Context: an optimization exercise on an open-source flow, tuned for small area. The choices shown serve that exercise and are no tape-out recipe. In this exercise RTL edits were held to simulation tests only and were not proved equivalent to the original. No activity file was given, so power comes from the tool's default toggle rates.

==> flow/design.v <==
module proto_field_packer #(
    parameter int FIFO_DEPTH = 16,
    parameter int FIELD_W    = 5,
    parameter int DATA_W     = 64
) (
    input  logic                            clk_i,
    input  logic                            reset_ni,
    input  logic                            in_valid_i,
    input  logic [FIELD_W-1:0]              in_field_num_i,
    input  logic [7:0]                      in_byte_sel_i,
    input  logic [DATA_W-1:0]               in_val_i,
    input  logic                            in_raw_byte_i,
    input  logic                            flush_i,
    output logic                            out_valid_o,
    input  logic                            out_ready_i,
    output logic [FIELD_W-1:0]              out_field_num_o,
    output logic [7:0]                      out_byte_sel_o,
    output logic [DATA_W-1:0]               out_data_o,
    output logic                            out_last_o,
    output logic [$clog2(FIFO_DEPTH):0]     fifo_count_o,
    output logic                            overflow_o
);
    localparam int AW    = $clog2(FIFO_DEPTH);
    localparam int CW    = AW + 1;
    localparam int NS    = FIFO_DEPTH + 1;    
    localparam int NL    = DATA_W / 8;        
    localparam logic [CW-1:0] DEPTH_C = CW'(FIFO_DEPTH);
    logic [1:0] rst_sync_reg;
    logic       rst_n;
    always_ff @(posedge clk_i or negedge reset_ni) begin
        if (!reset_ni) rst_sync_reg <= 2'b00;
        else           rst_sync_reg <= {rst_sync_reg[0], 1'b1};
    end
    assign rst_n = rst_sync_reg[1];
    logic               open_reg;           
    logic [FIELD_W-1:0] field_reg;          
    logic [2:0]         nb_reg;             
    logic scalar, raw_v, same, raw_new, raw_cont, raw_app, open_item;
    logic emit_old, emit_flush, drop, pop;
    logic [1:0] n_enq, push_n;
    logic [CW-1:0] count_reg;
    assign scalar    = in_valid_i && !in_raw_byte_i;
    assign raw_v     = in_valid_i && in_raw_byte_i;
    assign same      = open_reg && (in_field_num_i == field_reg);
    assign raw_new   = raw_v && !same;                       
    assign raw_cont  = raw_v && same && (nb_reg == 3'd0);    
    assign raw_app   = raw_v && same && (nb_reg != 3'd0);    
    assign open_item = in_valid_i ? in_raw_byte_i : open_reg;
    assign emit_old  = open_reg && (scalar || raw_new || raw_cont);
    assign emit_flush = flush_i && open_item;
    assign n_enq     = 2'(emit_old) + 2'(scalar | emit_flush);
    assign drop      = (DEPTH_C - count_reg) < CW'(n_enq);
    assign push_n    = drop ? 2'd0 : n_enq;
    assign pop       = out_valid_o && out_ready_i;
    always_ff @(posedge clk_i or negedge rst_n) begin
        if (!rst_n) open_reg <= 1'b0;
        else        open_reg <= open_item && !flush_i;
    end
    always_ff @(posedge clk_i) begin
        if (raw_new) field_reg <= in_field_num_i;
        if (raw_new || raw_cont) nb_reg <= 3'd1;
        else if (raw_app)        nb_reg <= nb_reg + 3'd1;
    end
    logic [NS-1:0] wr_reg, rd_reg, wr_inc, pos_full;
    logic          overflow_reg;
    assign wr_inc   = {wr_reg[NS-2:0], wr_reg[NS-1]};
    assign pos_full = (emit_old && !drop) ? wr_inc : wr_reg;
    always_ff @(posedge clk_i or negedge rst_n) begin
        if (!rst_n) begin
            wr_reg       <= NS'(1);
            rd_reg       <= NS'(1);
            count_reg    <= '0;
            overflow_reg <= 1'b0;
        end else begin
            case (push_n)
                2'd1:    wr_reg <= wr_inc;
                2'd2:    wr_reg <= {wr_reg[NS-3:0], wr_reg[NS-1:NS-2]};
                default: wr_reg <= wr_reg;
            endcase
            if (pop) rd_reg <= {rd_reg[NS-2:0], rd_reg[NS-1]};
            count_reg    <= count_reg + CW'(push_n) - CW'(pop);
            overflow_reg <= overflow_reg | drop;
        end
    end
    logic       full_we;
    logic [7:0] bus_sel;
    logic [7:0] bus_lane [NL];
    logic [NL-1:0] app_lane;
    assign full_we    = scalar || raw_new || raw_cont;
    assign bus_lane[0] = in_val_i[7:0];
    assign bus_sel[0]  = in_raw_byte_i || in_byte_sel_i[0];
    genvar gl;
    generate
        for (gl = 1; gl < NL; gl++) begin : g_bus
            assign bus_lane[gl] = in_raw_byte_i ? (raw_app ? in_val_i[7:0] : 8'h00) : in_val_i[gl*8 +: 8];
            assign bus_sel[gl]  = in_raw_byte_i ? raw_app : in_byte_sel_i[gl];
        end
        for (gl = 0; gl < NL; gl++) begin : g_app
            assign app_lane[gl] = raw_app && (nb_reg == 3'(gl));
        end
    endgenerate
    logic [FIELD_W-1:0] s_field [NS];
    logic [7:0]         s_sel   [NS];
    logic [7:0]         s_data  [NS][NL];
    logic               s_last  [NS];
    genvar gs;
    generate
        for (gs = 0; gs < NS; gs++) begin : g_slot
            logic fw, lz;
            assign fw = full_we && pos_full[gs];
            assign lz = raw_cont && !drop && wr_reg[gs];
            always_ff @(posedge clk_i) begin
                if (fw) s_field[gs] <= in_field_num_i;
                if (fw || lz) s_last[gs] <= fw;
            end
            for (gl = 0; gl < NL; gl++) begin : g_lane
                logic en;
                assign en = fw || (wr_reg[gs] && app_lane[gl]);
                always_ff @(posedge clk_i) begin
                    if (en) begin
                        s_data[gs][gl]  <= bus_lane[gl];
                        s_sel[gs][gl]   <= bus_sel[gl];
                    end
                end
            end
        end
    endgenerate
    always_comb begin
        out_field_num_o = '0;
        out_byte_sel_o  = '0;
        out_data_o      = '0;
        out_last_o      = 1'b0;
        for (int s = 0; s < NS; s++) begin
            out_field_num_o = out_field_num_o | (s_field[s] & {FIELD_W{rd_reg[s]}});
            out_byte_sel_o  = out_byte_sel_o  | (s_sel[s]   & {8{rd_reg[s]}});
            out_last_o      = out_last_o      | (s_last[s]  & rd_reg[s]);
            for (int l = 0; l < NL; l++)
                out_data_o[l*8 +: 8] = out_data_o[l*8 +: 8] | (s_data[s][l] & {8{rd_reg[s]}});
        end
    end
    assign out_valid_o  = (count_reg != '0);
    assign fifo_count_o = count_reg;
    assign overflow_o   = overflow_reg;
endmodule
==> flow/run.sh <==
#!/bin/bash
# synth_recipe.tcl (not shown) runs the flow's synth.tcl, then flattens the netlist and writes it again
# the make line also repeats each setting of config.mk as NAME=value (left out here)
make -C /OpenROAD-flow-scripts/flow DESIGN_CONFIG=/design/flow/config.mk WORK_HOME=/design/flow/orfs CLKGATE_MAP_FILE= SYNTH_SCRIPT=/design/flow/synth_recipe.tcl finish
==> flow/config.mk <==
export PLATFORM = sky130hd
export DESIGN_NAME = proto_field_packer
export DESIGN_NICKNAME = proto_field_packer
export VERILOG_FILES = /design/flow/design.v
export SDC_FILE = /design/flow/constraint.sdc
export NUM_CORES = 4
export LEC_CHECK = 0
export CAP_MARGIN = 20
export CORE_MARGIN = 2
export CORE_UTILIZATION = 65
export CTS_BUF_LIST = sky130_fd_sc_hd__clkbuf_8
export CTS_CLUSTER_SIZE = 30
export SLEW_MARGIN = 20
==> flow/constraint.sdc <==
create_clock -name core_clock -period 6.0 [get_ports {clk_i}]
set_input_delay 1.2000 -clock core_clock [delete_from_list [all_inputs] [get_ports {clk_i}]]
set_output_delay 1.2000 -clock core_clock [all_outputs]
set_load 0.01 [all_outputs]
==> report_table.html, run 1 <==
<table>
<tr><th>Metric</th><th>Value</th></tr>
<tr><th colspan="2">Setup path</th></tr>
<tr><td>Crit path launch</td><td>in_field_num_i[1]</td></tr>
<tr><td>Slowest cell delay on critical path</td><td>0.97 ns</td></tr>
<tr><td>Max FO, Critical Path</td><td>26</td></tr>
<tr><td>Arrival @ worst endpoint</td><td>roughly 5.6 ns</td></tr>
<tr><td>Cell repeated most along the worst path</td><td>ha_1</td></tr>
<tr><td>Startpoint type of the worst setup path</td><td>input port</td></tr>
<tr><td>Endpoint of the most critical setup path</td><td>s_data[49][7]$_DFFE_PP_</td></tr>
<tr><td>Critical R2R Capture</td><td>s_data[49][7]$_DFFE_PP_</td></tr>
<tr><td>CP Cell Sequence</td><td>clkdlybuf4s50_1 -&gt; xnor2_1 -&gt; and4_1 -&gt; a41oi_1 -&gt; ha_1 -&gt; inv_1 -&gt; ha_1 -&gt; a21oi_1 -&gt; a41oi_4 -&gt; and3_1 -&gt; buf_4 -&gt; a21o_1</td></tr>
<tr><td>Library cell contributing the largest single delay on the critical path</td><td>and3_1</td></tr>
<tr><td>Critical path endpoint category</td><td>flop</td></tr>
<tr><td>Crit path kind</td><td>in2reg</td></tr>
<tr><td>Internal reg-to-reg setup slack</td><td>1.18 ns</td></tr>
<tr><td>CP Buf/Inv Count</td><td>3</td></tr>
<tr><td>RR Startpoint</td><td>nb_reg[0]$_SDFFE_PP1P_</td></tr>
<tr><td>Cell count of the worst reg-to-reg path</td><td>12</td></tr>
<tr><td>Depth of the critical timing path with buffers and inverters included</td><td>12</td></tr>
<tr><td>Worst EP required</td><td>roughly 6.5 ns</td></tr>
<tr><td>Gate family responsible for the most delay along the worst path</td><td>compound AO/OA/AOI/OAI gates</td></tr>
<tr><th colspan="2">Clock tree</th></tr>
<tr><td>Total clock sinks</td><td>around 1400</td></tr>
<tr><td>Count of cells resized by post-cts repair</td><td>0</td></tr>
<tr><td>CTS Buf Count</td><td>206</td></tr>
<tr><td>Clock tree from TritonCTS</td><td>yes</td></tr>
<tr><td>Hold Buf Count CTS</td><td>0</td></tr>
<tr><td>CTS clk-pin slew, worst paths</td><td>about 0.070 ns</td></tr>
<tr><td>Root buffer cell</td><td>clkbuf_8</td></tr>
<tr><td>H-tree depth reported by CTS</td><td>4</td></tr>
<tr><td>Buffers inserted by post-CTS timing repair</td><td>0</td></tr>
<tr><td>Clock latency (worst-skew pair)</td><td>0.86 ns</td></tr>
<tr><td>Clk buf depth</td><td>3</td></tr>
<tr><th colspan="2">Timing</th></tr>
<tr><td>Minimum clock period after layout</td><td>between 5 and 6 ns</td></tr>
<tr><td>Final Slew Violations</td><td>0</td></tr>
<tr><td>Setup repair after global routing missed its margin</td><td>no</td></tr>
<tr><td>Slew margin rel.</td><td>~22%</td></tr>
<tr><td>Slew @ Worst Pin</td><td>1.17 ns</td></tr>
<tr><td>Final setup violating endpoints</td><td>0</td></tr>
<tr><td>Part of the cycle the worst path needs</td><td>between 80% and 90%</td></tr>
<tr><td>Aggregate negative setup slack</td><td>0 ns</td></tr>
<tr><td>Clock Skews</td><td>0.0312 ns</td></tr>
<tr><td>Final-report hold violation count</td><td>0</td></tr>
<tr><td>Fmax</td><td>195 MHz</td></tr>
<tr><th colspan="2">Drt</th></tr>
<tr><td>Detailed-route DRC error count</td><td>0</td></tr>
<tr><td>Total detailed-routing wirelength</td><td>156000 µm</td></tr>
<tr><td>Number of vias in the routed layout</td><td>31900</td></tr>
<tr><td>Starting DRT DRC Count</td><td>5630</td></tr>
<tr><td>Avg Vias per Cell</td><td>slightly above 7</td></tr>
<tr><td>Number of nets with antenna violations after detailed routing</td><td>0</td></tr>
<tr><td>Average detailed-routed wire length per instance</td><td>34.8 µm</td></tr>
<tr><td>DR pass1 iterations</td><td>7</td></tr>
<tr><th colspan="2">Logic synthesis</th></tr>
<tr><td>Sequential fraction of the synthesis area</td><td>between 70% and 80%</td></tr>
<tr><td>Yosys warnings</td><td>6</td></tr>
<tr><td>Synthesized cell area</td><td>51800 µm²</td></tr>
<tr><td>Number of enable flip-flop cells after synthesis</td><td>1331</td></tr>
<tr><td>Number of different library cells in the post-synthesis netlist</td><td>47</td></tr>
<tr><td>Avg Inst Size Synth</td><td>between 15 and 20 µm²</td></tr>
<tr><td>Commonest register cell after synthesis</td><td>edfxtp_1</td></tr>
<tr><td>Register bit total from synthesis</td><td>1377</td></tr>
<tr><td>Synthesized Nets</td><td>slightly above 3000</td></tr>
<tr><td>Post-Syn Instances</td><td>between 2000 and 3000</td></tr>
<tr><td>Post-synth ARST share</td><td>3.12%</td></tr>
<tr><th colspan="2">Layout</th></tr>
<tr><td>Most common cell after layout, fill and taps aside</td><td>edfxtp_1</td></tr>
<tr><td>Flip-flop count of the largest register after layout</td><td>1088</td></tr>
<tr><td>Seq. cell area</td><td>41200 µm²</td></tr>
<tr><td>Cell area after layout</td><td>~60000 µm²</td></tr>
<tr><td>Fraction of layout cells with a size suffix above 1</td><td>12.9%</td></tr>
<tr><td>Largest registers</td><td>s_data: 1088 flops, s_sel: 136 flops, s_field: 85 flops</td></tr>
<tr><td>Register containing the most flip-flops in the final layout</td><td>s_data</td></tr>
<tr><td>Final Instance Count excl. Fillers</td><td>4477</td></tr>
<tr><td>Most frequent cells in the layout</td><td>1331 x edfxtp_1, 312 x a22oi_1, 212 x clkbuf_8</td></tr>
<tr><td>Nets</td><td>3348</td></tr>
<tr><td>Final standard cell utilization of the core</td><td>roughly three quarters</td></tr>
<tr><td>Area delta synth-&gt;final</td><td>13.7%</td></tr>
<tr><td>Footprint of the multi-input gates</td><td>9380 µm²</td></tr>
<tr><td># fillers</td><td>4748</td></tr>
<tr><th colspan="2">Floorplan</th></tr>
<tr><td>Core Box Area</td><td>slightly below 80000 µm²</td></tr>
<tr><td>Area of the die</td><td>82000 µm²</td></tr>
<tr><td>Ports</td><td>168</td></tr>
<tr><td>Horiz. Die Dim</td><td>286 µm</td></tr>
<tr><td>Initial cell density of the core</td><td>between 60% and 70%</td></tr>
<tr><td>Overall die height</td><td>286 µm</td></tr>
<tr><td>Std-Cell Rows</td><td>~100</td></tr>
<tr><th colspan="2">Power</th></tr>
<tr><td>Peak ir drop on the vdd network</td><td>roughly 0.27 mV</td></tr>
<tr><td>Static leakage</td><td>0.0200 µW</td></tr>
<tr><td>Total power density per cell area</td><td>about 320 nW/µm²</td></tr>
<tr><td>Total design power</td><td>roughly 19000 µW</td></tr>
<tr><th colspan="2">Placement</th></tr>
<tr><td>Port bufs</td><td>167</td></tr>
<tr><td>Total placed cells including tap cells</td><td>4087</td></tr>
<tr><td>Post-DP HPWL</td><td>93600 µm</td></tr>
<tr><td>Instance area after placement</td><td>54900 µm²</td></tr>
<tr><td>Final weighted congestion of routability-driven global placement</td><td>0.900</td></tr>
<tr><th colspan="2">Hold path</th></tr>
<tr><td>Min-Delay Path Class</td><td>reg2async</td></tr>
<tr><th colspan="2">Global route</th></tr>
<tr><td>Antenna violations before repair</td><td>6</td></tr>
<tr><td>Total grt overflow</td><td>0</td></tr>
<tr><td>Number of global-route vias before repair</td><td>just over 30000</td></tr>
<tr><td>Largest net degree at the start of global routing</td><td>74</td></tr>
<tr><td>Total Routing Usage GR</td><td>38.2%</td></tr>
<tr><td>Global-route wire length before repair</td><td>~220000 µm</td></tr>
<tr><th colspan="2">Job</th></tr>
<tr><td>Max-capacitance violation count</td><td>0</td></tr>
<tr><th colspan="2">Status</th></tr>
<tr><td>Status</td><td>timing/DRC/antenna clean</td></tr>
</table>
[worst reg2reg max path: cells and delay by family, from the launching register on]
kind	cells	cell delay, ns
flip-flops	1	0.35
AO/OA/AOI/OAI	4	1.74
AND/OR/NAND/NOR	2	1.21
buffers and inverters	3	0.45
adder cells (fa/ha/maj)	3	0.72
[through the flow]
step | hold WS [ns] | setup slack, ns
after global placement | 0.336 | 0.191
after detailed placement | 0.346 | 0.264
after floorplan | 0.331 | 1.56
after CTS | 0.368 | 0.967
final | 0.156 | 0.862
after global routing | 0.177 | 0.873
[metal layers]
layer	vias to the layer above	part of all wire, %	GRT usage (%)
met1	15900	35	52.1
li1	12800	-	-
met5	-	0.037	0
met4	8	4.6	17.4
met2	2681	46	57.9
met3	448	14	11.0
[worst min-delay path by stage]
stage / start / depth (start not counted) / endpoint
floorplan: rst_sync_reg[0]$_DFF_PN0_ / 0 / rst_sync_reg[1]$_DFF_PN0_
global placement: rst_sync_reg[0]$_DFF_PN0_ / 0 / rst_sync_reg[1]$_DFF_PN0_
detailed placement: rst_sync_reg[0]$_DFF_PN0_ / 0 / rst_sync_reg[1]$_DFF_PN0_
CTS: rst_sync_reg[0]$_DFF_PN0_ / 0 / rst_sync_reg[1]$_DFF_PN0_
global route: rst_sync_reg[1]$_DFF_PN0_ / 0 / overflow_reg$_DFF_PN0_
finish: rst_sync_reg[1]$_DFF_PN0_ / 0 / overflow_reg$_DFF_PN0_
[cells by family (layout without fill, tap and decap cells)]
logic type / Yosys count / after routing / synth area share (%)
AO/OA/AOI/OAI: 898 / 898 / 13.6
adder cells (fa/ha/maj): 19 / 19 / 0.473
AND/OR/NAND/NOR: 310 / 310 / 3.03
other: 1 / 11 / 0.00724
multiplexers: 35 / 35 / 0.742
XOR/XNOR: 10 / 10 / 0.169
flip-flops: 1377 / 1377 / 79.4
buffers and inverters: 303 / 767 / 2.57
[synthesized netlist by cell type (21+ instances only)]
library cell  number  area, µm²
a221oi_1         156       1370
a22o_1            79        692
dfrtp_1           41       1030
inv_1             86        323
clkbuf_1         161        604
a21o_1           171       1280
edfxtp_1        1331      40000
buf_6             21        236
buf_1             24       90.1
o21ai_0           82        410
a22oi_1          312       2340
a222oi_1          78        781
nand3_1           79        395
and3_1            96        601
nand2_1          108        405
[layout make-up]
class | count | area share [%]
Clock buffer | 212 | 4.95
Sequential cell | 1377 | 69.9
Multi-Input combinational cell | 1273 | 15.9
Antenna cell | 10 | 0.0425
Tap cell | 1050 | 2.23
Clock inverter | 167 | 1.76
Inverter | 86 | 0.548
Timing Repair Buffer | 302 | 4.61
[where the power goes]
part / total (µW) / internal [µW] / switching, µW
combinational: 694 / 245 / 449
sequential: 10600 / 10600 / 53.0
clock: 7360 / 3770 / 3590
total: 18700 / 14600 / 4090
==> run 2: changes to the inputs <==
--- a/flow/config.mk
+++ b/flow/config.mk
@@ -9,5 +9,3 @@
 export CORE_MARGIN = 2
-export CORE_UTILIZATION = 65
-export CTS_BUF_LIST = sky130_fd_sc_hd__clkbuf_8
-export CTS_CLUSTER_SIZE = 30
+export CORE_UTILIZATION = 40
 export SLEW_MARGIN = 20
==> report_table.html, run 2 <==
<table>
<tr><th>Metric</th><th>Value</th></tr>
<tr><th colspan="2">Setup path</th></tr>
<tr><td>Library cell contributing the largest single delay on the critical path</td><td>dfrtp_4</td></tr>
<tr><td>CP Buf/Inv Count</td><td>2</td></tr>
<tr><td>Critical path endpoint category</td><td>output port</td></tr>
<tr><td>Gate family responsible for the most delay along the worst path</td><td>buffers and inverters</td></tr>
<tr><td>Worst EP required</td><td>4.80 ns</td></tr>
<tr><td>CP Cell Sequence</td><td>buf_4 -&gt; a22o_1 -&gt; a221oi_1 -&gt; and3_1 -&gt; nand3_1 -&gt; clkdlybuf4s50_1</td></tr>
<tr><td>Arrival @ worst endpoint</td><td>around 3.7 ns</td></tr>
<tr><td>Max FO, Critical Path</td><td>47</td></tr>
<tr><td>Slowest cell delay on critical path</td><td>between 0.9 and 1 ns</td></tr>
<tr><td>Crit path kind</td><td>reg2out</td></tr>
<tr><td>Startpoint type of the worst setup path</td><td>flop</td></tr>
<tr><th colspan="2">Logic synthesis</th></tr>
<tr><td>Commonest register cell after synthesis</td><td>edfxtp_1</td></tr>
<tr><td>Top cells by count, synth</td><td>1331 x edfxtp_1, 312 x a22oi_1, 171 x a21o_1</td></tr>
<tr><td>Synthesized Nets</td><td>3055</td></tr>
<tr><td>Yosys warnings</td><td>6</td></tr>
<tr><td>Avg Inst Size Synth</td><td>between 15 and 20 µm²</td></tr>
<tr><td>Library cell with the highest instance count after synthesis</td><td>edfxtp_1</td></tr>
<tr><td>Cell type with the largest total area after synthesis</td><td>edfxtp_1</td></tr>
<tr><td>Post-Syn Instances</td><td>2953</td></tr>
<tr><td>Synthesized cell area</td><td>around 52000 µm²</td></tr>
<tr><td>Area share of the leading cell type in the synthesized netlist</td><td>between 70% and 80%</td></tr>
<tr><td>Sequential fraction of the synthesis area</td><td>79.4%</td></tr>
<tr><td>Dominant cells by area after synthesis</td><td>edfxtp_1 77%, a22oi_1 4.5%, a221oi_1 2.6%</td></tr>
<tr><td>Number of different library cells in the post-synthesis netlist</td><td>47</td></tr>
<tr><td>Post-synth ARST share</td><td>3.12%</td></tr>
<tr><td>Number of enable flip-flop cells after synthesis</td><td>1331</td></tr>
<tr><td>Register bit total from synthesis</td><td>roughly 1400</td></tr>
<tr><th colspan="2">Clock tree</th></tr>
<tr><td>Clk buf depth</td><td>3</td></tr>
<tr><td>CTS Buf Count</td><td>141</td></tr>
<tr><td>Clock tree from TritonCTS</td><td>yes</td></tr>
<tr><td>Total clock sinks</td><td>1377</td></tr>
<tr><td>Clock latency (worst-skew pair)</td><td>roughly 0.76 ns</td></tr>
<tr><td>Buffers inserted by post-CTS timing repair</td><td>0</td></tr>
<tr><td>H-tree depth reported by CTS</td><td>4</td></tr>
<tr><td>Root buffer cell</td><td>clkbuf_16</td></tr>
<tr><td>Hold Buf Count CTS</td><td>0</td></tr>
<tr><td>Count of cells resized by post-cts repair</td><td>0</td></tr>
<tr><td>CTS clk-pin slew, worst paths</td><td>0.06 ns</td></tr>
<tr><th colspan="2">Floorplan</th></tr>
<tr><td>Horiz. Die Dim</td><td>364 µm</td></tr>
<tr><td>Core Box Area</td><td>~130000 µm²</td></tr>
<tr><td>Area of the die</td><td>around 130000 µm²</td></tr>
<tr><td>Std-Cell Rows</td><td>132</td></tr>
<tr><td>Overall die height</td><td>364 µm</td></tr>
<tr><td>Initial cell density of the core</td><td>approximately two fifths</td></tr>
<tr><td>Ports</td><td>168</td></tr>
<tr><th colspan="2">Timing</th></tr>
<tr><td>Setup repair after global routing missed its margin</td><td>no</td></tr>
<tr><td>Minimum clock period after layout</td><td>a little under 5 ns</td></tr>
<tr><td>Slew margin rel.</td><td>21.2%</td></tr>
<tr><td>Clock Skews</td><td>about 0.021 ns</td></tr>
<tr><td>Post-layout worst setup margin</td><td>1.11 ns</td></tr>
<tr><td>Fmax</td><td>roughly 200 MHz</td></tr>
<tr><td>Part of the cycle the worst path needs</td><td>81.5%</td></tr>
<tr><td>Final setup violating endpoints</td><td>0</td></tr>
<tr><td>Aggregate negative setup slack</td><td>0 ns</td></tr>
<tr><td>Final Slew Violations</td><td>0</td></tr>
<tr><td>Final-report hold violation count</td><td>0</td></tr>
<tr><td>Slew @ Worst Pin</td><td>1.18 ns</td></tr>
<tr><th colspan="2">Layout</th></tr>
<tr><td>Most frequent cells in the layout</td><td>1331 x edfxtp_1, 312 x a22oi_1, 171 x a21o_1</td></tr>
<tr><td>Most common cell after layout, fill and taps aside</td><td>edfxtp_1</td></tr>
<tr><td># fillers</td><td>10900</td></tr>
<tr><td>Largest registers</td><td>s_data: 1088 flops, s_sel: 136 flops, s_field: 85 flops</td></tr>
<tr><td>Footprint of the multi-input gates</td><td>9390 µm²</td></tr>
<tr><td>Nets</td><td>3299</td></tr>
<tr><td>Fraction of layout cells with a size suffix above 1</td><td>between 10% and 20%</td></tr>
<tr><td>Flip-flop count of the largest register after layout</td><td>1088</td></tr>
<tr><td>Final Instance Count excl. Fillers</td><td>a little over 5000</td></tr>
<tr><td>Seq. cell area</td><td>just over 40000 µm²</td></tr>
<tr><td>Final standard cell utilization of the core</td><td>46.9%</td></tr>
<tr><td>Area delta synth-&gt;final</td><td>16.7%</td></tr>
<tr><td>Register containing the most flip-flops in the final layout</td><td>s_data</td></tr>
<tr><th colspan="2">Global route</th></tr>
<tr><td>Largest net degree at the start of global routing</td><td>60</td></tr>
<tr><td>Number of global-route vias before repair</td><td>30000</td></tr>
<tr><td>Total Routing Usage GR</td><td>24.3%</td></tr>
<tr><td>Total grt overflow</td><td>0</td></tr>
<tr><td>Antenna violations before repair</td><td>4</td></tr>
<tr><td>Global-route wire length before repair</td><td>around 230000 µm</td></tr>
<tr><th colspan="2">Placement</th></tr>
<tr><td>Final weighted congestion of routability-driven global placement</td><td>slightly below 0.9</td></tr>
<tr><td>Port bufs</td><td>167</td></tr>
<tr><td>Total placed cells including tap cells</td><td>4795</td></tr>
<tr><td>Post-placement worst setup slack</td><td>0.634 ns</td></tr>
<tr><td>Post-DP HPWL</td><td>99500 µm</td></tr>
<tr><th colspan="2">Power</th></tr>
<tr><td>Static leakage</td><td>0.0201 µW</td></tr>
<tr><td>Peak ir drop on the vdd network</td><td>just under 0.3 mV</td></tr>
<tr><td>Total power density per cell area</td><td>330 nW/µm²</td></tr>
<tr><th colspan="2">Status</th></tr>
<tr><td>Status</td><td>timing/DRC/antenna clean</td></tr>
<tr><th colspan="2">Drt</th></tr>
<tr><td>Number of vias in the routed layout</td><td>just over 30000</td></tr>
<tr><td>Total detailed-routing wirelength</td><td>163000 µm</td></tr>
<tr><td>Avg Vias per Cell</td><td>6.13</td></tr>
<tr><td>Average detailed-routed wire length per instance</td><td>~32 µm</td></tr>
<tr><td>Number of nets with antenna violations after detailed routing</td><td>0</td></tr>
<tr><td>DR pass1 iterations</td><td>9</td></tr>
<tr><td>Detailed-route DRC error count</td><td>0</td></tr>
<tr><td>Starting DRT DRC Count</td><td>4876</td></tr>
<tr><th colspan="2">Job</th></tr>
<tr><td>Max-capacitance violation count</td><td>0</td></tr>
<tr><th colspan="2">Hold path</th></tr>
<tr><td>Min-Delay Path Class</td><td>reg2async</td></tr>
</table>
## run 2: cell counts after synthesis
No cell type changed its count.
## run 2: where the power goes
group / internal [µW] / switching, µW
registers: 10600 / 33.9
clock network: 4990 / 3650
logic: 245 / 448
total: 15800 / 4130
## run 2: worst paths after layout
check	endpoint	cells past startpoint	from	slack [ns]
worst max register to register	s_data[39][4]$_DFFE_PP_	13	nb_reg[0]$_SDFFE_PP1P_	1.56
worst min-delay path	open_reg$_DFF_PN0_	0	rst_sync_reg[1]$_DFF_PN0_	0.17
worst max-delay path	out_data_o[39]	6	rd_reg[14]$_DFFE_PN0P_	1.11
max in group asynchronous	rst_sync_reg[1]$_DFF_PN0_	1	reset_ni	5.26
min in group core_clock	rst_sync_reg[1]$_DFF_PN0_	0	rst_sync_reg[0]$_DFF_PN0_	0.35
worst min register to register	open_reg$_DFF_PN0_	0	rst_sync_reg[1]$_DFF_PN0_	0.17
## run 2: cells by family (layout without fill, tap and decap cells)
family	after synthesis	in the layout	share of synthesized area [%]
and+or+nand+nor	310	310	3.03
muxes	35	35	0.742
DFF	1377	1377	79.4
adders and majority gates	19	19	0.473
other	1	5	0.00724
buffers and inverters	303	653	2.57
xor gates and xnor gates	10	10	0.169
AOI/OAI and AO/OA	898	898	13.6
## run 2: layout make-up
cell class	instances	share of cell area, %
antenna	4	0.0166
clock buffer	177	6.18
clock inverter	72	1.28
inverter	86	0.534
multi-input combinational	1273	15.5
sequential	1377	68.1
tap	1742	3.60
timing repair buffer	318	4.76
## run 2: worst reg2reg max path: cells and delay by family, from the launching register on
kind / cells / cell delay, ns
AND/OR/NAND/NOR: 2 / 0.76
adder cells (fa/ha/maj): 3 / 0.69
AO/OA/AOI/OAI: 4 / 1.39
buffers and inverters: 4 / 0.88
flip-flops: 1 / 0.35
## run 2: per-layer routing
metal / GRT usage [%] / vias to the layer above / part of all wire, %
met5: 0 / - / 0.0049
met4: 8.45 / 2 / 3.6
met3: 5.33 / 297 / 11
met2: 37.5 / 1995 / 46
met1: 34.1 / 15900 / 40
li1: - / 12700 / -
## run 2: through the flow
stage | hold slack (ns) | total power [µW] | cell area (µm²)
after floorplan | 0.331 | 11200 | 51800
after global placement | 0.335 | 11500 | 55900
after detailed placement | 0.344 | 11500 | 55900
after CTS | 0.358 | 20000 | 60400
after global routing | 0.181 | 20400 | 60500
final | 0.166 | 19900 | 60500
==> run 3: changes to the inputs <==
==> flow/flow/run.sh (new file) <==
#!/bin/bash
# Standard ORFS layout with two changes: the CTS adds no dummy loads, and ports get buf_1 buffers.
set -euo pipefail
bash standard.sh \
  "CTS_ARGS=-sink_clustering_enable -repair_clock_nets -dont_use_dummy_load -sink_clustering_size 30 -sink_clustering_max_diameter 60" \
  "BUFFER_PORTS_ARGS=-buffer_cell sky130_fd_sc_hd__buf_1" \
  finish > make_finish.log 2>&1
==> flow/standard.sh (new file) <==
#!/bin/bash
# synth_recipe.tcl (not shown) runs the flow's synth.tcl, then flattens the netlist and writes it again
# the make line also repeats each setting of config.mk as NAME=value (left out here)
make -C /OpenROAD-flow-scripts/flow DESIGN_CONFIG=/design/flow/config.mk WORK_HOME=/design/flow/orfs CLKGATE_MAP_FILE= SYNTH_SCRIPT=/design/flow/synth_recipe.tcl "${@:-finish}"
--- a/flow/config.mk
+++ b/flow/config.mk
@@ -7,5 +7,5 @@
 export LEC_CHECK = 0
-export CAP_MARGIN = 20
+export CAP_MARGIN = 5
 export CORE_MARGIN = 2
-export CORE_UTILIZATION = 40
-export SLEW_MARGIN = 20
+export CORE_UTILIZATION = 65
+export SLEW_MARGIN = 5
removed: flow/run.sh
==> report_table.html, run 3 <==
<table>
<tr><th>Metric</th><th>Value</th></tr>
<tr><th colspan="2">Status</th></tr>
<tr><td>Status</td><td>timing/DRC/antenna clean</td></tr>
<tr><th colspan="2">Global route</th></tr>
<tr><td>Global-route wire length before repair</td><td>219000 µm</td></tr>
<tr><td>Antenna violations before repair</td><td>7</td></tr>
<tr><td>Total grt overflow</td><td>0</td></tr>
<tr><td>Largest net degree at the start of global routing</td><td>68</td></tr>
<tr><td>Number of global-route vias before repair</td><td>30000</td></tr>
<tr><td>Total Routing Usage GR</td><td>approximately two fifths</td></tr>
<tr><th colspan="2">Logic synthesis</th></tr>
<tr><td>Cell type with the largest total area after synthesis</td><td>edfxtp_1</td></tr>
<tr><td>Number of different library cells in the post-synthesis netlist</td><td>47</td></tr>
<tr><td>Commonest register cell after synthesis</td><td>edfxtp_1</td></tr>
<tr><td>Library cell with the highest instance count after synthesis</td><td>edfxtp_1</td></tr>
<tr><td>Post-synth ARST share</td><td>under 10%</td></tr>
<tr><td>Avg Inst Size Synth</td><td>~18 µm²</td></tr>
<tr><td>Top cells by count, synth</td><td>1331 x edfxtp_1, 312 x a22oi_1, 171 x a21o_1</td></tr>
<tr><td>Synthesized cell area</td><td>~52000 µm²</td></tr>
<tr><td>Synthesized Nets</td><td>roughly 3100</td></tr>
<tr><td>Register bit total from synthesis</td><td>1377</td></tr>
<tr><td>Number of enable flip-flop cells after synthesis</td><td>between 1000 and 1500</td></tr>
<tr><td>Dominant cells by area after synthesis</td><td>edfxtp_1 77%, a22oi_1 4.5%, a221oi_1 2.6%</td></tr>
<tr><td>Yosys warnings</td><td>6</td></tr>
<tr><td>Area share of the leading cell type in the synthesized netlist</td><td>about 77%</td></tr>
<tr><td>Post-Syn Instances</td><td>2953</td></tr>
<tr><td>Sequential fraction of the synthesis area</td><td>79.4%</td></tr>
<tr><th colspan="2">Layout</th></tr>
<tr><td>Register containing the most flip-flops in the final layout</td><td>s_data</td></tr>
<tr><td>Nets</td><td>3236</td></tr>
<tr><td>Area delta synth-&gt;final</td><td>7.92%</td></tr>
<tr><td>Most frequent cells in the layout</td><td>1331 x edfxtp_1, 312 x a22oi_1, 171 x a21o_1</td></tr>
<tr><td>Flip-flop count of the largest register after layout</td><td>1088</td></tr>
<tr><td>Seq. cell area</td><td>41200 µm²</td></tr>
<tr><td>Footprint of the multi-input gates</td><td>9370 µm²</td></tr>
<tr><td>Fraction of layout cells with a size suffix above 1</td><td>8.94%</td></tr>
<tr><td># fillers</td><td>a little over 5000</td></tr>
<tr><td>Most common cell after layout, fill and taps aside</td><td>edfxtp_1</td></tr>
<tr><td>Largest registers</td><td>s_data: 1088 flops, s_sel: 136 flops, s_field: 85 flops</td></tr>
<tr><th colspan="2">Clock tree</th></tr>
<tr><td>Clock tree from TritonCTS</td><td>yes</td></tr>
<tr><td>H-tree depth reported by CTS</td><td>3</td></tr>
<tr><td>Count of cells resized by post-cts repair</td><td>0</td></tr>
<tr><td>CTS clk-pin slew, worst paths</td><td>about 0.08 ns</td></tr>
<tr><td>Total clock sinks</td><td>1377</td></tr>
<tr><td>Root buffer cell</td><td>clkbuf_16</td></tr>
<tr><td>CTS Buf Count</td><td>78</td></tr>
<tr><td>Buffers inserted by post-CTS timing repair</td><td>0</td></tr>
<tr><td>Clk buf depth</td><td>3</td></tr>
<tr><td>Hold Buf Count CTS</td><td>0</td></tr>
<tr><td>Clock latency (worst-skew pair)</td><td>0.67 ns</td></tr>
<tr><th colspan="2">Drt</th></tr>
<tr><td>Detailed-route DRC error count</td><td>0</td></tr>
<tr><td>DR pass1 iterations</td><td>10</td></tr>
<tr><td>Total detailed-routing wirelength</td><td>approximately 160000 µm</td></tr>
<tr><td>Starting DRT DRC Count</td><td>5069</td></tr>
<tr><td>Number of vias in the routed layout</td><td>31200</td></tr>
<tr><td>Avg Vias per Cell</td><td>7.45</td></tr>
<tr><td>Average detailed-routed wire length per instance</td><td>37.1 µm</td></tr>
<tr><td>Number of nets with antenna violations after detailed routing</td><td>0</td></tr>
<tr><th colspan="2">Floorplan</th></tr>
<tr><td>Core Box Area</td><td>79000 µm²</td></tr>
<tr><td>Horiz. Die Dim</td><td>286 µm</td></tr>
<tr><td>Initial cell density of the core</td><td>65.6%</td></tr>
<tr><td>Area of the die</td><td>82000 µm²</td></tr>
<tr><td>Ports</td><td>168</td></tr>
<tr><td>Overall die height</td><td>286 µm</td></tr>
<tr><td>Std-Cell Rows</td><td>103</td></tr>
<tr><th colspan="2">Power</th></tr>
<tr><td>Total power density per cell area</td><td>293 nW/µm²</td></tr>
<tr><td>Static leakage</td><td>0.0184 µW</td></tr>
<tr><td>Peak ir drop on the vdd network</td><td>0.357 mV</td></tr>
<tr><td>Total design power</td><td>16400 µW</td></tr>
<tr><th colspan="2">Timing</th></tr>
<tr><td>Min Hold Slack</td><td>approximately 0.33 ns</td></tr>
<tr><td>Final-report hold violation count</td><td>0</td></tr>
<tr><td>Final setup violating endpoints</td><td>0</td></tr>
<tr><td>Aggregate negative setup slack</td><td>0 ns</td></tr>
<tr><td>Setup repair after global routing missed its margin</td><td>no</td></tr>
<tr><td>Clock Skews</td><td>0.0596 ns</td></tr>
<tr><td>Slew margin rel.</td><td>6.30%</td></tr>
<tr><td>Minimum clock period after layout</td><td>4.88 ns</td></tr>
<tr><td>Part of the cycle the worst path needs</td><td>81.4%</td></tr>
<tr><td>Fmax</td><td>205 MHz</td></tr>
<tr><td>Slew @ Worst Pin</td><td>1.40 ns</td></tr>
<tr><td>Final Slew Violations</td><td>0</td></tr>
<tr><th colspan="2">Setup path</th></tr>
<tr><td>Startpoint type of the worst setup path</td><td>input port</td></tr>
<tr><td>Arrival @ worst endpoint</td><td>5.14 ns</td></tr>
<tr><td>Critical path endpoint category</td><td>flop</td></tr>
<tr><td>Worst EP required</td><td>~6.3 ns</td></tr>
<tr><td>Max FO, Critical Path</td><td>26</td></tr>
<tr><td>Crit path kind</td><td>in2reg</td></tr>
<tr><th colspan="2">Placement</th></tr>
<tr><td>Port bufs</td><td>about 170</td></tr>
<tr><td>Post-DP HPWL</td><td>97100 µm</td></tr>
<tr><td>Final weighted congestion of routability-driven global placement</td><td>0.883</td></tr>
<tr><th colspan="2">Job</th></tr>
<tr><td>Max-capacitance violation count</td><td>0</td></tr>
<tr><th colspan="2">Hold path</th></tr>
<tr><td>Min-Delay Path Class</td><td>in2async</td></tr>
</table>
[run 3: cell counts after synthesis]
No cell type changed its count.
[run 3: logic make-up (layout without fill, tap and decap cells)]
logic type / Yosys count / in the layout / synth area share (%)
AOI/OAI and AO/OA: 898 / 898 / 13.6
xor gates and xnor gates: 10 / 10 / 0.169
adders and majority gates: 19 / 19 / 0.473
buffers and inverters: 303 / 482 / 2.57
DFF: 1377 / 1377 / 79.4
muxes: 35 / 35 / 0.742
other: 1 / 7 / 0.00724
and+or+nand+nor: 310 / 310 / 3.03
[run 3: report_power, final]
part / switching (µW) / internal (µW) / total, µW
combinational: 467 / 188 / 655
clock: 2830 / 2310 / 5140
sequential: 34.5 / 10500 / 10600
[run 3: layout make-up]
type,instances,area share (%)
Clock buffer,78,3.49
Multi-Input combinational cell,1273,16.8
Inverter,86,0.577
Sequential cell,1377,73.6
Tap cell,1050,2.35
Timing Repair Buffer,318,3.15
Antenna cell,6,0.0269
[run 3: critical path, cell delays in order]
cell     delay, ns
buf_1         0.10
xnor2_1       0.14
and4_1        0.26
a41oi_1       0.21
ha_1          0.20
inv_1         0.05
ha_1          0.27
a21oi_1       0.10
a41oi_4       0.97
and3_1        0.92
buf_4         0.24
a21o_1        0.43
[run 3: path summary, 6_finish.rpt]
kind | slack, ns | endpoint | depth (start not counted) | from
setup / recovery | 1.12 | s_data[42][3]$_DFFE_PP_ | 12 | in_field_num_i[2]
hold / removal | 0.33 | rst_sync_reg[0]$_DFF_PN0_ | 1 | reset_ni
setup reg to reg | 1.15 | s_data[42][3]$_DFFE_PP_ | 12 | nb_reg[0]$_SDFFE_PP1P_
hold reg to reg | 0.36 | count_reg[4]$_DFF_PN0_ | 1 | rst_sync_reg[1]$_DFF_PN0_
max in group asynchronous | 5.15 | rd_reg[10]$_DFFE_PN0P_ | 1 | rst_sync_reg[1]$_DFF_PN0_
min in group core_clock | 0.36 | rst_sync_reg[1]$_DFF_PN0_ | 0 | rst_sync_reg[0]$_DFF_PN0_
[run 3: metal layers]
| layer | track usage [%] | vias up | part of all wire (%) |
|---|---|---|---|
| met5 | 0 | - | 0 |
| met4 | 14.0 | 0 | 3.9 |
| met3 | 9.24 | 322 | 14 |
| met2 | 57.9 | 2646 | 46 |
| met1 | 54.5 | 15800 | 36 |
| li1 | - | 12400 | - |
[run 3: through the flow]
| step | instances | cell area (µm²) | setup WS [ns] | utilization [%] |
|---|---|---|---|---|
| 2_1_floorplan | 2953 | 51800 | 1.56 | - |
| 3_3_place_gp | 4104 | 53900 | 0.618 | 68.3 |
| 3_5_place_dp | 4104 | 53900 | 0.621 | 68.3 |
| 4_1_cts | 4182 | 55900 | 1.27 | 70.7 |
| 5_1_grt | 4182 | 55900 | 1.03 | 70.7 |
| 6_report | 4188 | 55900 | 1.12 | 70.8 |
==> run 4: changes to the inputs <==
--- a/flow/config.mk
+++ b/flow/config.mk
@@ -7,5 +7,6 @@
 export LEC_CHECK = 0
-export CAP_MARGIN = 5
+export CAP_MARGIN = 20
 export CORE_MARGIN = 2
 export CORE_UTILIZATION = 65
-export SLEW_MARGIN = 5
+export GPL_TIMING_DRIVEN = 0
+export SLEW_MARGIN = 20
==> report_table.html, run 4 <==
<table>
<tr><th>Metric</th><th>Value</th></tr>
<tr><th colspan="2">Setup path</th></tr>
<tr><td>Internal reg-to-reg setup slack</td><td>1.18 ns</td></tr>
<tr><td>Worst EP required</td><td>between 4 and 5 ns</td></tr>
<tr><td>Arrival @ worst endpoint</td><td>4.64 ns</td></tr>
<tr><td>Startpoint type of the worst setup path</td><td>flop</td></tr>
<tr><td>Max FO, Critical Path</td><td>10</td></tr>
<tr><td>Crit path kind</td><td>reg2out</td></tr>
<tr><td>Critical path endpoint category</td><td>output port</td></tr>
<tr><th colspan="2">Timing</th></tr>
<tr><td>Minimum clock period after layout</td><td>slightly below 6 ns</td></tr>
<tr><td>Clock Skews</td><td>0.0670 ns</td></tr>
<tr><td>Setup repair after global routing missed its margin</td><td>no</td></tr>
<tr><td>Final-report hold violation count</td><td>0</td></tr>
<tr><td>Fmax</td><td>about 170 MHz</td></tr>
<tr><td>Part of the cycle the worst path needs</td><td>97.4%</td></tr>
<tr><td>Slew @ Worst Pin</td><td>1.35 ns</td></tr>
<tr><td>Min Hold Slack</td><td>0.222 ns</td></tr>
<tr><td>Slew margin rel.</td><td>10.3%</td></tr>
<tr><td>Final setup violating endpoints</td><td>0</td></tr>
<tr><td>Final Slew Violations</td><td>0</td></tr>
<tr><th colspan="2">Power</th></tr>
<tr><td>Clock Power Share</td><td>31.8%</td></tr>
<tr><td>Switching part of the total power</td><td>20.4%</td></tr>
<tr><td>Static leakage</td><td>0.0186 µW</td></tr>
<tr><td>Total power density per cell area</td><td>291 nW/µm²</td></tr>
<tr><td>Share of power burned in registers</td><td>64.6%</td></tr>
<tr><td>Peak ir drop on the vdd network</td><td>0.272 mV</td></tr>
<tr><td>Total design power</td><td>~16000 µW</td></tr>
<tr><td>Cell-internal power</td><td>13000 µW</td></tr>
<tr><td>Part of the total power dissipated in combinational logic</td><td>3.6%</td></tr>
<tr><td>Switching pwr</td><td>3340 µW</td></tr>
<tr><th colspan="2">Clock tree</th></tr>
<tr><td>CTS Buf Count</td><td>78</td></tr>
<tr><td>Buffers inserted by post-CTS timing repair</td><td>0</td></tr>
<tr><td>Clock tree from TritonCTS</td><td>yes</td></tr>
<tr><td>CTS clk-pin slew, worst paths</td><td>0.10 ns</td></tr>
<tr><td>Total clock sinks</td><td>between 1000 and 1500</td></tr>
<tr><td>Clock latency (worst-skew pair)</td><td>0.69 ns</td></tr>
<tr><td>Hold Buf Count CTS</td><td>0</td></tr>
<tr><td>Count of cells resized by post-cts repair</td><td>0</td></tr>
<tr><td>Clk buf depth</td><td>3</td></tr>
<tr><td>H-tree depth reported by CTS</td><td>3</td></tr>
<tr><td>Root buffer cell</td><td>clkbuf_16</td></tr>
<tr><th colspan="2">Layout</th></tr>
<tr><td>Most frequent cells in the layout</td><td>1331 x edfxtp_1, 312 x a22oi_1, 179 x buf_1</td></tr>
<tr><td>Flip-flop count of the largest register after layout</td><td>~1100</td></tr>
<tr><td>Register containing the most flip-flops in the final layout</td><td>s_data</td></tr>
<tr><td># fillers</td><td>5086</td></tr>
<tr><td>Fraction of layout cells with a size suffix above 1</td><td>8.36%</td></tr>
<tr><td>Area delta synth-&gt;final</td><td>8.59%</td></tr>
<tr><td>Most common cell after layout, fill and taps aside</td><td>edfxtp_1</td></tr>
<tr><td>Final Instance Count excl. Fillers</td><td>~4300</td></tr>
<tr><td>Largest registers</td><td>s_data: 1088 flops, s_sel: 136 flops, s_field: 85 flops</td></tr>
<tr><td>Nets</td><td>between 3000 and 4000</td></tr>
<tr><td>Final standard cell utilization of the core</td><td>between 70% and 80%</td></tr>
<tr><th colspan="2">Global route</th></tr>
<tr><td>Antenna violations before repair</td><td>6</td></tr>
<tr><td>Total grt overflow</td><td>0</td></tr>
<tr><td>Number of global-route vias before repair</td><td>30700</td></tr>
<tr><td>Total Routing Usage GR</td><td>46.2%</td></tr>
<tr><td>Global-route wire length before repair</td><td>250000 µm</td></tr>
<tr><td>Largest net degree at the start of global routing</td><td>31</td></tr>
<tr><th colspan="2">Floorplan</th></tr>
<tr><td>Core Box Area</td><td>79000 µm²</td></tr>
<tr><td>Std-Cell Rows</td><td>103</td></tr>
<tr><td>Ports</td><td>168</td></tr>
<tr><td>Area of the die</td><td>82000 µm²</td></tr>
<tr><td>Initial cell density of the core</td><td>65.6%</td></tr>
<tr><td>Overall die height</td><td>between 200 and 300 µm</td></tr>
<tr><td>Horiz. Die Dim</td><td>286 µm</td></tr>
<tr><th colspan="2">Drt</th></tr>
<tr><td>Average detailed-routed wire length per instance</td><td>around 44 µm</td></tr>
<tr><td>Detailed-route DRC error count</td><td>0</td></tr>
<tr><td>Starting DRT DRC Count</td><td>approximately 7200</td></tr>
<tr><td>Number of nets with antenna violations after detailed routing</td><td>0</td></tr>
<tr><td>DR pass1 iterations</td><td>10</td></tr>
<tr><td>Total detailed-routing wirelength</td><td>189000 µm</td></tr>
<tr><td>Number of vias in the routed layout</td><td>33500</td></tr>
<tr><td>Avg Vias per Cell</td><td>7.80</td></tr>
<tr><th colspan="2">Status</th></tr>
<tr><td>Status</td><td>timing/DRC/antenna clean</td></tr>
<tr><th colspan="2">Logic synthesis</th></tr>
<tr><td>Library cell with the highest instance count after synthesis</td><td>edfxtp_1</td></tr>
<tr><td>Cell type with the largest total area after synthesis</td><td>edfxtp_1</td></tr>
<tr><td>Top cells by count, synth</td><td>1331 x edfxtp_1, 312 x a22oi_1, 171 x a21o_1</td></tr>
<tr><td>Register bit total from synthesis</td><td>1377</td></tr>
<tr><td>Sequential fraction of the synthesis area</td><td>79.4%</td></tr>
<tr><td>Post-Syn Instances</td><td>just under 3000</td></tr>
<tr><td>Yosys warnings</td><td>6</td></tr>
<tr><td>Commonest register cell after synthesis</td><td>edfxtp_1</td></tr>
<tr><td>Avg Inst Size Synth</td><td>17.5 µm²</td></tr>
<tr><td>Number of different library cells in the post-synthesis netlist</td><td>between 40 and 50</td></tr>
<tr><td>Synthesized Nets</td><td>3055</td></tr>
<tr><td>Synthesized cell area</td><td>51800 µm²</td></tr>
<tr><td>Number of enable flip-flop cells after synthesis</td><td>1331</td></tr>
<tr><td>Post-synth ARST share</td><td>3.12%</td></tr>
<tr><td>Dominant cells by area after synthesis</td><td>edfxtp_1 77%, a22oi_1 4.5%, a221oi_1 2.6%</td></tr>
<tr><td>Area share of the leading cell type in the synthesized netlist</td><td>77.2%</td></tr>
<tr><th colspan="2">Placement</th></tr>
<tr><td>Total placed cells including tap cells</td><td>4200</td></tr>
<tr><td>Port bufs</td><td>167</td></tr>
<tr><td>Post-DP HPWL</td><td>123000 µm</td></tr>
<tr><td>Final weighted congestion of routability-driven global placement</td><td>0.996</td></tr>
<tr><th colspan="2">Job</th></tr>
<tr><td>Max-capacitance violation count</td><td>0</td></tr>
<tr><th colspan="2">Hold path</th></tr>
<tr><td>Min-Delay Path Class</td><td>reg2async</td></tr>
</table>
run 4: cell counts after synthesis:
No cell type changed its count.
run 4: cell type report:
cell class	instances	area [µm²]	area share [%]
sequential	1377	41100	73.1
multi-input combinational	1273	9380	16.7
clock buffer	78	1950	3.47
tap	1050	1310	2.34
buffer	216	1110	1.98
timing repair buffer	199	1030	1.82
inverter	86	323	0.574
antenna	11	27.5	0.0489
run 4: path summary, 6_finish.rpt:
kind | cells past startpoint | end | start
max | 7 | out_data_o[13] | rd_reg[15]$_DFFE_PN0P_
min | 0 | overflow_reg$_DFF_PN0_ | rst_sync_reg[1]$_DFF_PN0_
max reg2reg | 16 | wr_reg[14]$_DFFE_PN0P_ | field_reg[3]$_DFFE_PP_
min reg2reg | 0 | overflow_reg$_DFF_PN0_ | rst_sync_reg[1]$_DFF_PN0_
max in group asynchronous | 1 | rd_reg[0]$_DFFE_PN1P_ | rst_sync_reg[1]$_DFF_PN0_
min in group core_clock | 0 | rst_sync_reg[1]$_DFF_PN0_ | rst_sync_reg[0]$_DFF_PN0_
run 4: metrics by stage:
step                instance area, µm²  TNS, ns  setup WS (ns)
floorplan                        51800        0           1.56
global placement                 53700  -965.52          -1.16
detailed placement               54200  -406.23         -0.808
CTS                              56200        0          0.390
global route                     56200        0         0.0829
finish                           56200        0          0.156
run 4: cell families after synthesis:
| group | count (synthesis) | share of synthesized area (%) |
|---|---|---|
| buf+inv | 303 | 2.57 |
| other cells | 1 | 0.00724 |
| compound gates | 898 | 13.6 |
| xor+xnor | 10 | 0.169 |
| simple gates | 310 | 3.03 |
| flops | 1377 | 79.4 |
| fa+ha+maj | 19 | 0.473 |
| mux | 35 | 0.742 |
run 4: layer usage:
metal | vias up | share of wire [%] | global-route usage (%) | wire [µm]
met5 | - | 0.075 | 1.40 | 143
met4 | 8 | 7.5 | 27.8 | 14100
met2 | 3463 | 43 | 65.3 | 81000
met3 | 669 | 17 | 19.4 | 32500
li1 | 12600 | - | - | -
met1 | 16700 | 33 | 60.2 | 61600
run 4: power groups by stage:
stage / clock network (µW) / logic, µW / registers, µW
after floorplan: 0 / 350 / 10800
after global placement: 0 / 533 / 10800
after detailed placement: 0 / 579 / 10800
after CTS: 5110 / 579 / 10600
after global routing: 5430 / 649 / 10600
final: 5200 / 593 / 10600
run 4: critical path, stage by stage, from the launching register on:
cell and delay, ns:
dfrtp_1 0.35, clkbuf_1 0.82, clkbuf_2 0.63, clkbuf_1 0.87, buf_2 0.71, a222oi_1 0.15, nand3_1 0.21, buf_1 0.18
==> run 5: changes to the inputs <==
--- a/flow/design.v
+++ b/flow/design.v
@@ -63,10 +63,19 @@
     end
-    logic [NS-1:0] wr_reg, rd_reg, wr_inc, pos_full;
+    localparam int PW = $clog2(NS);
+    logic [PW-1:0] wr_reg, wr_p1, wr_p2;
+    logic [NS-1:0] wr_oh, rd_oh, wr_inc, pos_full;
     logic          overflow_reg;
-    assign wr_inc   = {wr_reg[NS-2:0], wr_reg[NS-1]};
-    assign pos_full = (emit_old && !drop) ? wr_inc : wr_reg;
+    assign wr_p1 = (wr_reg == PW'(NS-1)) ? '0 : wr_reg + PW'(1);
+    assign wr_p2 = (wr_reg == PW'(NS-1)) ? PW'(1) : (wr_reg == PW'(NS-2)) ? '0 : wr_reg + PW'(2);
+    always_comb begin
+        for (int s = 0; s < NS; s++) begin
+            wr_oh[s] = (wr_reg == PW'(s));
+        end
+    end
+    assign wr_inc   = {wr_oh[NS-2:0], wr_oh[NS-1]};
+    assign pos_full = (emit_old && !drop) ? wr_inc : wr_oh;
     always_ff @(posedge clk_i or negedge rst_n) begin
         if (!rst_n) begin
-            wr_reg       <= NS'(1);
-            rd_reg       <= NS'(1);
+            wr_reg       <= '0;
+            rd_oh        <= NS'(1);
             count_reg    <= '0;
@@ -75,7 +84,7 @@
             case (push_n)
-                2'd1:    wr_reg <= wr_inc;
-                2'd2:    wr_reg <= {wr_reg[NS-3:0], wr_reg[NS-1:NS-2]};
+                2'd1:    wr_reg <= wr_p1;
+                2'd2:    wr_reg <= wr_p2;
                 default: wr_reg <= wr_reg;
             endcase
-            if (pop) rd_reg <= {rd_reg[NS-2:0], rd_reg[NS-1]};
+            if (pop) rd_oh <= {rd_oh[NS-2:0], rd_oh[NS-1]};
             count_reg    <= count_reg + CW'(push_n) - CW'(pop);
@@ -110,3 +119,3 @@
             assign fw = full_we && pos_full[gs];
-            assign lz = raw_cont && !drop && wr_reg[gs];
+            assign lz = raw_cont && !drop && wr_oh[gs];
             always_ff @(posedge clk_i) begin
@@ -117,3 +126,3 @@
                 logic en;
-                assign en = fw || (wr_reg[gs] && app_lane[gl]);
+                assign en = fw || (wr_oh[gs] && app_lane[gl]);
                 always_ff @(posedge clk_i) begin
@@ -133,7 +142,7 @@
         for (int s = 0; s < NS; s++) begin
-            out_field_num_o = out_field_num_o | (s_field[s] & {FIELD_W{rd_reg[s]}});
-            out_byte_sel_o  = out_byte_sel_o  | (s_sel[s]   & {8{rd_reg[s]}});
-            out_last_o      = out_last_o      | (s_last[s]  & rd_reg[s]);
+            out_field_num_o = out_field_num_o | (s_field[s] & {FIELD_W{rd_oh[s]}});
+            out_byte_sel_o  = out_byte_sel_o  | (s_sel[s]   & {8{rd_oh[s]}});
+            out_last_o      = out_last_o      | (s_last[s]  & rd_oh[s]);
             for (int l = 0; l < NL; l++)
-                out_data_o[l*8 +: 8] = out_data_o[l*8 +: 8] | (s_data[s][l] & {8{rd_reg[s]}});
+                out_data_o[l*8 +: 8] = out_data_o[l*8 +: 8] | (s_data[s][l] & {8{rd_oh[s]}});
         end
==> flow/run.sh (new file) <==
#!/bin/bash
# synth_recipe.tcl (not shown) runs the flow's synth.tcl, then flattens the netlist and writes it again
# the make line also repeats each setting of config.mk as NAME=value (left out here)
make -C /OpenROAD-flow-scripts/flow DESIGN_CONFIG=/design/flow/config.mk WORK_HOME=/design/flow/orfs CLKGATE_MAP_FILE= SYNTH_SCRIPT=/design/flow/synth_recipe.tcl finish
--- a/flow/config.mk
+++ b/flow/config.mk
@@ -10,3 +10,4 @@
 export CORE_UTILIZATION = 65
-export GPL_TIMING_DRIVEN = 0
+export CTS_CLUSTER_DIAMETER = 60
+export CTS_CLUSTER_SIZE = 30
 export SLEW_MARGIN = 20
removed: flow/flow/run.sh
removed: flow/standard.sh
==> report_table.html, run 5 <==
<table>
<tr><th>Metric</th><th>Value</th></tr>
<tr><th colspan="2">Floorplan</th></tr>
<tr><td>Ports</td><td>168</td></tr>
<tr><td>Overall die height</td><td>285 µm</td></tr>
<tr><td>Std-Cell Rows</td><td>103</td></tr>
<tr><td>Area of the die</td><td>about 81000 µm²</td></tr>
<tr><td>Horiz. Die Dim</td><td>285 µm</td></tr>
<tr><td>Initial cell density of the core</td><td>65.4%</td></tr>
<tr><td>Core Box Area</td><td>78600 µm²</td></tr>
<tr><th colspan="2">Timing</th></tr>
<tr><td>Slew margin rel.</td><td>19.2%</td></tr>
<tr><td>Final setup violating endpoints</td><td>0</td></tr>
<tr><td>Post-layout worst setup margin</td><td>0.572 ns</td></tr>
<tr><td>Clock Skews</td><td>0.0400 ns</td></tr>
<tr><td>Slew @ Worst Pin</td><td>1.21 ns</td></tr>
<tr><td>Final-report hold violation count</td><td>0</td></tr>
<tr><td>Part of the cycle the worst path needs</td><td>90.5%</td></tr>
<tr><td>Final Slew Violations</td><td>0</td></tr>
<tr><td>Fmax</td><td>roughly 180 MHz</td></tr>
<tr><td>Min Hold Slack</td><td>0.276 ns</td></tr>
<tr><td>Setup repair after global routing missed its margin</td><td>no</td></tr>
<tr><td>Minimum clock period after layout</td><td>5.43 ns</td></tr>
<tr><th colspan="2">Clock tree</th></tr>
<tr><td>Hold Buf Count CTS</td><td>0</td></tr>
<tr><td>Clk buf depth</td><td>3</td></tr>
<tr><td>Root buffer cell</td><td>clkbuf_16</td></tr>
<tr><td>H-tree depth reported by CTS</td><td>3</td></tr>
<tr><td>Total clock sinks</td><td>between 1000 and 1500</td></tr>
<tr><td>CTS clk-pin slew, worst paths</td><td>0.10 ns</td></tr>
<tr><td>Count of cells resized by post-cts repair</td><td>0</td></tr>
<tr><td>Buffers inserted by post-CTS timing repair</td><td>0</td></tr>
<tr><td>Clock tree from TritonCTS</td><td>yes</td></tr>
<tr><td>CTS Buf Count</td><td>83</td></tr>
<tr><td>Clock latency (worst-skew pair)</td><td>0.69 ns</td></tr>
<tr><th colspan="2">Setup path</th></tr>
<tr><td>Critical R2R Capture</td><td>s_data[117][4]$_DFFE_PP_</td></tr>
<tr><td>Worst EP required</td><td>around 6.4 ns</td></tr>
<tr><td>RR Startpoint</td><td>nb_reg[0]$_SDFFE_PP1P_</td></tr>
<tr><td>CP Cell Sequence</td><td>clkdlybuf4s50_1 -&gt; xnor2_1 -&gt; nand2_1 -&gt; o31a_1 -&gt; and2_1 -&gt; ha_1 -&gt; inv_1 -&gt; ha_1 -&gt; nor2b_2 -&gt; o211a_1 -&gt; buf_4 -&gt; a21oi_1 -&gt; o21ai_2 -&gt; o21ai_1 -&gt; buf_4</td></tr>
<tr><td>Startpoint type of the worst setup path</td><td>input port</td></tr>
<tr><td>Crit path launch</td><td>in_field_num_i[4]</td></tr>
<tr><td>Arrival @ worst endpoint</td><td>roughly 5.9 ns</td></tr>
<tr><td>Critical path endpoint category</td><td>flop</td></tr>
<tr><td>Internal reg-to-reg setup slack</td><td>1.09 ns</td></tr>
<tr><td>Crit path kind</td><td>in2reg</td></tr>
<tr><td>Library cell contributing the largest single delay on the critical path</td><td>o21ai_2</td></tr>
<tr><td>Max FO, Critical Path</td><td>17</td></tr>
<tr><td>Slowest cell delay on critical path</td><td>0.91 ns</td></tr>
<tr><td>Cell count of the worst reg-to-reg path</td><td>16</td></tr>
<tr><th colspan="2">Logic synthesis</th></tr>
<tr><td>Post-synthesis simple-gate area fraction</td><td>3.68%</td></tr>
<tr><td>Adder and majority cell fraction of the synthesized area</td><td>0.648%</td></tr>
<tr><td>Dominant cells by area after synthesis</td><td>edfxtp_1 78%, a22oi_1 4.6%, a221oi_1 2.7%</td></tr>
<tr><td>Multiplexer area fraction after synthesis</td><td>0.392%</td></tr>
<tr><td>Post-synth ARST share</td><td>2.27%</td></tr>
<tr><td>Combinational family with the most area after synthesis</td><td>compound AO/OA/AOI/OAI gates</td></tr>
<tr><td>Synthesized cell area</td><td>51400 µm²</td></tr>
<tr><td>Synthesized Nets</td><td>3112</td></tr>
<tr><td>Yosys warnings</td><td>6</td></tr>
<tr><td>Area share of the leading cell type in the synthesized netlist</td><td>77.8%</td></tr>
<tr><td>Library cell with the highest instance count after synthesis</td><td>edfxtp_1</td></tr>
<tr><td>Sequential fraction of the synthesis area</td><td>79.4%</td></tr>
<tr><td>Fraction of synthesized cell area in xor and xnor cells</td><td>less than 1%</td></tr>
<tr><td>Avg Inst Size Synth</td><td>around 17 µm²</td></tr>
<tr><td>Cell type with the largest total area after synthesis</td><td>edfxtp_1</td></tr>
<tr><td>Top cells by count, synth</td><td>1331 x edfxtp_1, 312 x a22oi_1, 195 x o21ai_0</td></tr>
<tr><td>Register bit total from synthesis</td><td>approximately 1400</td></tr>
<tr><td>Commonest register cell after synthesis</td><td>edfxtp_1</td></tr>
<tr><td>Post-Syn Instances</td><td>about 3000</td></tr>
<tr><td>Number of enable flip-flop cells after synthesis</td><td>1331</td></tr>
<tr><td>Synth Area in Compound Gates</td><td>around an eighth</td></tr>
<tr><td>Number of different library cells in the post-synthesis netlist</td><td>68</td></tr>
<tr><th colspan="2">Layout</th></tr>
<tr><td>Register containing the most flip-flops in the final layout</td><td>s_data</td></tr>
<tr><td>Area delta synth-&gt;final</td><td>14.5%</td></tr>
<tr><td>Final Instance Count excl. Fillers</td><td>4435</td></tr>
<tr><td>Flip-flop count of the largest register after layout</td><td>1088</td></tr>
<tr><td>Nets</td><td>3416</td></tr>
<tr><td>Cell area after layout</td><td>between 50000 and 60000 µm²</td></tr>
<tr><td>Final standard cell utilization of the core</td><td>74.8%</td></tr>
<tr><td>Fraction of layout cells with a size suffix above 1</td><td>between 10% and 20%</td></tr>
<tr><td>Most frequent cells in the layout</td><td>1331 x edfxtp_1, 312 x a22oi_1, 249 x buf_4</td></tr>
<tr><td>Most common cell after layout, fill and taps aside</td><td>edfxtp_1</td></tr>
<tr><td>Largest registers</td><td>s_data: 1088 flops, s_sel: 136 flops, s_field: 85 flops</td></tr>
<tr><th colspan="2">Drt</th></tr>
<tr><td>Detailed-route DRC error count</td><td>0</td></tr>
<tr><td>Number of vias in the routed layout</td><td>32200</td></tr>
<tr><td>Total detailed-routing wirelength</td><td>155000 µm</td></tr>
<tr><td>Avg Vias per Cell</td><td>a little over 7</td></tr>
<tr><td>Starting DRT DRC Count</td><td>between 5000 and 6000</td></tr>
<tr><td>DR pass1 iterations</td><td>7</td></tr>
<tr><td>Average detailed-routed wire length per instance</td><td>34.9 µm</td></tr>
<tr><td>Number of nets with antenna violations after detailed routing</td><td>0</td></tr>
<tr><th colspan="2">Placement</th></tr>
<tr><td>Post-DP HPWL</td><td>89500 µm</td></tr>
<tr><td>Instance area after placement</td><td>55600 µm²</td></tr>
<tr><td>Port bufs</td><td>167</td></tr>
<tr><td>Total placed cells including tap cells</td><td>roughly 4300</td></tr>
<tr><td>Post-placement worst setup slack</td><td>-0.161 ns</td></tr>
<tr><td>Final weighted congestion of routability-driven global placement</td><td>~0.94</td></tr>
<tr><th colspan="2">Status</th></tr>
<tr><td>Status</td><td>timing/DRC/antenna clean</td></tr>
<tr><th colspan="2">Global route</th></tr>
<tr><td>Antenna violations before repair</td><td>4</td></tr>
<tr><td>Total Routing Usage GR</td><td>a little under two fifths</td></tr>
<tr><td>Total grt overflow</td><td>0</td></tr>
<tr><td>Number of global-route vias before repair</td><td>~31000</td></tr>
<tr><td>Global-route wire length before repair</td><td>219000 µm</td></tr>
<tr><td>Largest net degree at the start of global routing</td><td>70</td></tr>
<tr><th colspan="2">Power</th></tr>
<tr><td>Peak ir drop on the vdd network</td><td>0.313 mV</td></tr>
<tr><td>Static leakage</td><td>just under 0.02 µW</td></tr>
<tr><td>Total power density per cell area</td><td>352 nW/µm²</td></tr>
<tr><th colspan="2">Hold path</th></tr>
<tr><td>Min-Delay Path Class</td><td>reg2async</td></tr>
<tr><th colspan="2">Job</th></tr>
<tr><td>Max-capacitance violation count</td><td>0</td></tr>
</table>
==> run 5: cell count changes after synthesis, moves of 11 or more <==
cell and change:
dfrtp_1 -11, a21o_1 -169, a21oi_1 +18, and3_1 -17, inv_1 +30, mux2i_1 -16, o22ai_1 +17, o21ai_0 +113
o2111ai_1 +16, buf_6 -18
==> run 5: how the worst max path moves through the flow <==
| stage | endpoint | cells past startpoint |
|---|---|---|
| global placement | s_data[112][0]$_DFFE_PP_ | 14 |
| floorplan | count_reg[4]$_DFF_PN0_ | 19 |
| global route | s_sel[14][5]$_DFFE_PP_ | 15 |
| CTS | s_data[117][0]$_DFFE_PP_ | 15 |
| finish | s_data[117][4]$_DFFE_PP_ | 15 |
| detailed placement | s_data[117][5]$_DFFE_PP_ | 15 |
==> run 5: cell families (layout without fill, tap and decap cells) <==
kind of cell	Yosys count	in the layout
AO/OA/AOI/OAI	912	912
XOR/XNOR	12	12
adder cells (fa/ha/maj)	26	26
buffers and inverters	317	690
flip-flops	1365	1365
multiplexers	18	18
other	1	10
AND/OR/NAND/NOR	352	352
==> run 5: critical path, delay by kind of cell <==
kind,cells,cell delay [ns]
buffers and inverters,4,1.09
adder cells (fa/ha/maj),2,0.38
AND/OR/NAND/NOR,3,1.02
AO/OA/AOI/OAI,5,2.01
XOR/XNOR,1,0.15
==> run 5: final cells by class <==
| type | instances | area [µm²] |
|---|---|---|
| clock buffer | 86 | 2150 |
| clock inverter | 68 | 1060 |
| sequential | 1365 | 40900 |
| multi-input combinational | 1321 | 9380 |
| timing repair buffer | 419 | 3600 |
| fill | 4689 | 19800 |
| inverter | 117 | 439 |
| tap | 1050 | 1310 |
| antenna | 9 | 22.5 |
==> run 5: report_power, final <==
group	total [µW]	switching [µW]	internal (µW)
registers	11700	317	11400
clock network	6770	3570	3210
logic	2250	1660	587
total	20700	5550	15100
==> run 5: layer usage <==
| metal | share of wire [%] | GRT usage (%) | wire [µm] |
|---|---|---|---|
| met2 | 46 | 56.8 | 70900 |
| met4 | 4.3 | 16.6 | 6580 |
| met1 | 37 | 54.4 | 56600 |
| met5 | 0.021 | 0 | 32 |
| met3 | 13 | 9.08 | 20700 |
==> run 5: through the flow <==
| stage | total power [µW] | TNS [ns] |
|---|---|---|
| 2_1_floorplan | 12800 | 0 |
| 3_3_place_gp | 13900 | -0.0650 |
| 3_5_place_dp | 14000 | -1.58 |
| 4_1_cts | 20600 | 0 |
| 5_1_grt | 21200 | 0 |
| 6_report | 20700 | 0 |

-- what the ideal ports hide --
The results above use ideal ports. As a check the final layouts listed here were re-extracted and re-timed, cells and wires unchanged. Step 1: set_driving_cell puts a clkbuf_16 on clk_i and a buf_2 on each other input, an assumption about the parent block. Step 2 adds t to the input delays and takes it off the output delays; t is the mean of the earliest and latest rising clock arrival at the registers after step 1. Input paths then give back, and output paths get back, about the clock's delay inside the block. a / b / c = ideal / step 1 / step 2; a / b = the first two.
run | t (ns) | slack for setup (ns) | worst register clock-pin slew, ns
run 1 | 0.905 | 0.862 / 0.813 / 0.000 | 0.07 / 0.07
run 2 | 0.823 | 1.109 / 1.033 / 0.529 | 0.06 / 0.06
run 3 | 0.704 | 1.116 / 1.152 / 0.454 | 0.10 / 0.10
run 4 | 0.726 | 0.156 / 0.086 / -0.439 | 0.11 / 0.11
run 5 | 0.736 | 0.572 / 0.614 / -0.123 | 0.10 / 0.10
Met with ideal ports but missed after step 2: setup timing in run 4 and run 5. The setup slack of run 1, which loses most, moves by -0.049 ns with the drivers and by -0.862 ns with both steps.
